This design comes from an exercise in tuning for small area on the open sky130 flow, not from production work. Function was checked by simulation only, so behaviour that the tests miss may differ from the original. Power is estimated from default activity; no workload was simulated.

== job 3413 ==
==> module peak_pair_tracker, before the edit <==
module peak_pair_tracker (
	input  logic                        sys_clk,
	input  logic                        sys_rst,
	input  spectrum_pkg::power_sample_t sample,
	output spectrum_pkg::tone_pair_t    pair,
	output logic                        pair_valid
);
	localparam int BIN_W = 10;
	localparam logic [BIN_W-1:0] FIRST_BIN = BIN_W'(1);
	spectrum_pkg::peak_t lo;
	spectrum_pkg::peak_t hi;
	logic                best_hi;
	logic                in_range;
	logic                start;
	logic                gt_lo;
	logic                gt_hi;
	logic                gt_best;
	assign in_range = sample.valid && !sample.bin[BIN_W-1] && (sample.bin != '0);
	assign start    = sample.bin == FIRST_BIN;
	always_comb
	begin
		gt_lo = 1'b0;
		gt_hi = 1'b0;
		for (int i = 0; i < 20; i++)
		begin
			gt_lo = (sample.power[i] & ~lo.power[i]) | ((sample.power[i] | ~lo.power[i]) & gt_lo);
			gt_hi = (sample.power[i] & ~hi.power[i]) | ((sample.power[i] | ~hi.power[i]) & gt_hi);
		end
	end
	assign gt_best  = best_hi ? gt_hi : gt_lo;
	always_ff @(posedge sys_clk)
	begin
		if (in_range && (start || gt_lo || gt_hi))
		begin
			hi      <= {sample.bin, sample.power};
			best_hi <= start || gt_best;
			if (start)
				lo <= '0;
			else if (best_hi)
				lo <= hi;
		end
	end
	assign pair = {lo, hi};
	always_ff @(posedge sys_clk or negedge sys_rst)
	begin
		if (!sys_rst)
			pair_valid <= 1'b0;
		else
			pair_valid <= sample.last;  
	end
endmodule
==> module peak_reporter, before the edit <==
module peak_reporter (
	input  logic                       sys_clk,
	input  logic                       sys_rst,
	input  spectrum_pkg::tone_pair_t   pair,
	input  logic                       pair_valid,
	output spectrum_pkg::tone_report_t report,
	output logic                       update_flag
);
	localparam int POW_W = 20;
	localparam int AMP_W = 10;
	localparam int BIN_W = 10;
	logic [2*POW_W-1:0] pow_q;    
	logic [2*BIN_W-1:0] bin_q;
	logic [AMP_W:0]     rem_q;
	logic [2*AMP_W-1:0] root_q;   
	logic [4:0]         step_q;
	logic               busy_q;
	logic [AMP_W:0]     rem_nxt;
	logic               root_bit;
	logic [AMP_W-1:0]   root_mask;
	logic               fin;
	always_comb
		for (int i = 0; i < AMP_W; i++)
			root_mask[i] = (step_q < 5'(AMP_W)) || (step_q > 5'(AMP_W + i));
	isqrt i_isqrt (
		.rem      (rem_q),
		.bits     (pow_q[2*POW_W-1 -: 2]),
		.root     (root_q[AMP_W-1:0] & root_mask),
		.rem_nxt  (rem_nxt),
		.root_bit (root_bit)
	);
	assign fin = busy_q && (step_q == 5'(2 * AMP_W));
	always_ff @(posedge sys_clk)
	begin
		if (pair_valid)
		begin
			pow_q  <= {pair.a.power, pair.b.power};
			rem_q  <= '0;
			root_q <= '0;
			step_q <= '0;
		end
		else
		begin
			pow_q  <= {pow_q[2*POW_W-3:0], pow_q[2*POW_W-1 -: 2]};
			rem_q  <= (step_q == 5'(AMP_W - 1)) ? '0 : rem_nxt;
			root_q <= {root_q[2*AMP_W-2:0], root_bit};
			step_q <= step_q + 1'b1;
		end
		if (pair_valid)
			bin_q <= {pair.a.bin, pair.b.bin};
	end
	always_ff @(posedge sys_clk or negedge sys_rst)
	begin
		if (!sys_rst)
		begin
			busy_q      <= 1'b0;
			report      <= '0;
			update_flag <= 1'b0;
		end
		else
		begin
			update_flag <= fin;
			if (pair_valid)
				busy_q <= 1'b1;
			else if (fin)
				busy_q <= 1'b0;
			if (fin)
			begin
				report.a <= {bin_q[2*BIN_W-1 -: BIN_W], pow_q[2*POW_W-1 -: POW_W], root_q[2*AMP_W-1 -: AMP_W]};
				report.b <= {bin_q[BIN_W-1:0], pow_q[POW_W-1:0], root_q[AMP_W-1:0]};
			end
		end
	end
endmodule
clock: 10.0 ns
lec_check: 0
cap_margin: 20
core_margin: 2
core_utilization: 70
cts_buf_list: sky130_fd_sc_hd__clkbuf_8
cts_cluster_diameter: 60
cts_cluster_size: 18
place_density: 0.8
slew_margin: 20
standard.sh (not shown) runs the stock make flow with config.mk's settings and CLKGATE_MAP_FILE= SYNTH_SCRIPT=/design/flow/synth_recipe.tcl, a recipe that flattens the netlist after the stock synthesis.
==> flow/flow/run.sh <==
#!/bin/bash
# The standard layout, with the port buffers made of the smallest buffer cell.
set -euo pipefail
bash standard.sh BUFFER_PORTS_ARGS="-buffer_cell sky130_fd_sc_hd__buf_1" finish > standard.log 2>&1
Changes in job 7727 relative to job 3413:
==> flow/design.v, changed modules only <==
module peak_pair_tracker (
	input  logic                        sys_clk,
	input  logic                        sys_rst,
	input  spectrum_pkg::power_sample_t sample,
	output spectrum_pkg::tone_pair_t    pair,
	output logic                        pair_valid
);
	localparam int BIN_W = 10;
	localparam logic [BIN_W-1:0] FIRST_BIN = BIN_W'(1);
	spectrum_pkg::peak_t lo;
	spectrum_pkg::peak_t hi;
	logic                best_hi;
	logic                in_range;
	logic                start;
	logic                gt_lo;
	logic                gt_hi;
	logic                gt_best;
	assign in_range = sample.valid && !sample.bin[BIN_W-1] && (sample.bin != '0);
	assign start    = sample.bin == FIRST_BIN;
	always_comb
	begin
		gt_lo = 1'b0;
		gt_hi = 1'b0;
		for (int i = 0; i < 20; i++)
		begin
			gt_lo = (sample.power[i] & ~lo.power[i]) | ((sample.power[i] | ~lo.power[i]) & gt_lo);
			gt_hi = (sample.power[i] & ~hi.power[i]) | ((sample.power[i] | ~hi.power[i]) & gt_hi);
		end
	end
	assign gt_best  = best_hi ? gt_hi : gt_lo;
	always_ff @(posedge sys_clk)
	begin
		if (in_range && (start || gt_lo || gt_hi))
		begin
			hi      <= {1'b0, sample.bin[BIN_W-2:0], sample.power};  
			best_hi <= start || gt_best;
			if (start)
				lo <= '0;
			else if (best_hi)
				lo <= hi;
		end
	end
	assign pair = {lo, hi};
	always_ff @(posedge sys_clk or negedge sys_rst)
	begin
		if (!sys_rst)
			pair_valid <= 1'b0;
		else
			pair_valid <= sample.last;  
	end
endmodule
module peak_reporter (
	input  logic                       sys_clk,
	input  logic                       sys_rst,
	input  spectrum_pkg::tone_pair_t   pair,
	input  logic                       pair_valid,
	output spectrum_pkg::tone_report_t report,
	output logic                       update_flag
);
	localparam int POW_W = 20;
	localparam int AMP_W = 10;
	localparam int BIN_W = 10;
	localparam logic [3:0] LAST_STEP = 4'(AMP_W - 1);
	logic [2*POW_W-1:0] pow_q;     
	logic [2*POW_W-1:0] pow_nxt;
	logic [BIN_W-2:0]   bin_a_q;   
	logic [BIN_W-2:0]   bin_b_q;
	logic [AMP_W:0]     rem_q;
	logic [2*AMP_W-1:0] root_q;    
	logic [2*AMP_W-1:0] root_nxt;
	logic [3:0]         step_q;    
	logic               tone_b_q;
	logic               busy_q;
	logic [AMP_W:0]     rem_nxt;
	logic               root_bit;
	logic [AMP_W-1:0]   root_mask;
	logic               tone_end;
	logic               fin;
	always_comb
		for (int i = 0; i < AMP_W; i++)
			root_mask[i] = step_q > 4'(i);
	isqrt i_isqrt (
		.rem      (rem_q),
		.bits     (pow_q[2*POW_W-1 -: 2]),
		.root     (root_q[AMP_W-1:0] & root_mask),
		.rem_nxt  (rem_nxt),
		.root_bit (root_bit)
	);
	assign pow_nxt  = {pow_q[2*POW_W-3:0], pow_q[2*POW_W-1 -: 2]};
	assign root_nxt = {root_q[2*AMP_W-2:0], root_bit};
	assign tone_end = step_q == LAST_STEP;
	assign fin      = busy_q && tone_b_q && tone_end;
	always_ff @(posedge sys_clk)
	begin
		pow_q  <= pair_valid ? {pair.a.power, pair.b.power} : pow_nxt;
		rem_q  <= (pair_valid || tone_end) ? '0 : rem_nxt;
		root_q <= root_nxt;
		if (pair_valid)
		begin
			step_q   <= '0;
			tone_b_q <= 1'b0;
		end
		else
		begin
			step_q <= tone_end ? '0 : step_q + 1'b1;
			if (tone_end)
				tone_b_q <= !tone_b_q;
		end
		if (pair_valid)
		begin
			bin_a_q <= pair.a.bin[BIN_W-2:0];
			bin_b_q <= pair.b.bin[BIN_W-2:0];
		end
	end
	always_ff @(posedge sys_clk or negedge sys_rst)
	begin
		if (!sys_rst)
		begin
			busy_q      <= 1'b0;
			report      <= '0;
			update_flag <= 1'b0;
		end
		else
		begin
			update_flag <= fin;
			if (pair_valid)
				busy_q <= 1'b1;
			else if (fin)
				busy_q <= 1'b0;
			if (fin)
			begin
				report.a <= {1'b0, bin_a_q, pow_nxt[2*POW_W-1 -: POW_W], root_nxt[2*AMP_W-1 -: AMP_W]};
				report.b <= {1'b0, bin_b_q, pow_nxt[POW_W-1:0], root_nxt[AMP_W-1:0]};
			end
		end
	end
endmodule
Notes after the runs:
- | wire length after detailed routing | lower: job 7727 |
- Changes observed in job 7727 relative to job 3413: switching power total lost 2.3%, mux cell area share after synthesis neither gained nor lost much.
- When the final numbers for job 3413 and job 7727 were put side by side, the cell area reported after detailed placement turned out to be greater in job 3413.
- Job 7727 — synthesized cell count about 2% lower, job 3413 as reference

separate check: timing with driven ports:
The flow's constraints put no driver on any port. The routed layouts listed below were extracted and timed again, unchanged, in two steps.
Step 1 sets driving cells, clkbuf_16 on the clock port and buf_2 on the other inputs (assumed; they add their load-dependent delay and slew).
Step 2 moves the port delays by t, midway between the first and last clock arrival at a register: inputs arrive t later, outputs are due t later. That takes back most of the time a late clock gives input paths.
a / b / c = ideal ports / drivers / drivers and shift; a / b = the first two.
run | t, ns | setup slack, ns | worst setup path after step 2 | cell pins on the clock port's net
job 3413 | 0.569 | 0.823 / 0.842 / 0.274 | input to register | 1
job 7727 | 0.561 | 0.815 / 0.830 / 0.269 | input to register | 1
After both steps every run listed still meets setup and hold. The setup slack of job 3413, which loses most, moves by +0.019 ns with the drivers and by -0.549 ns with both steps.
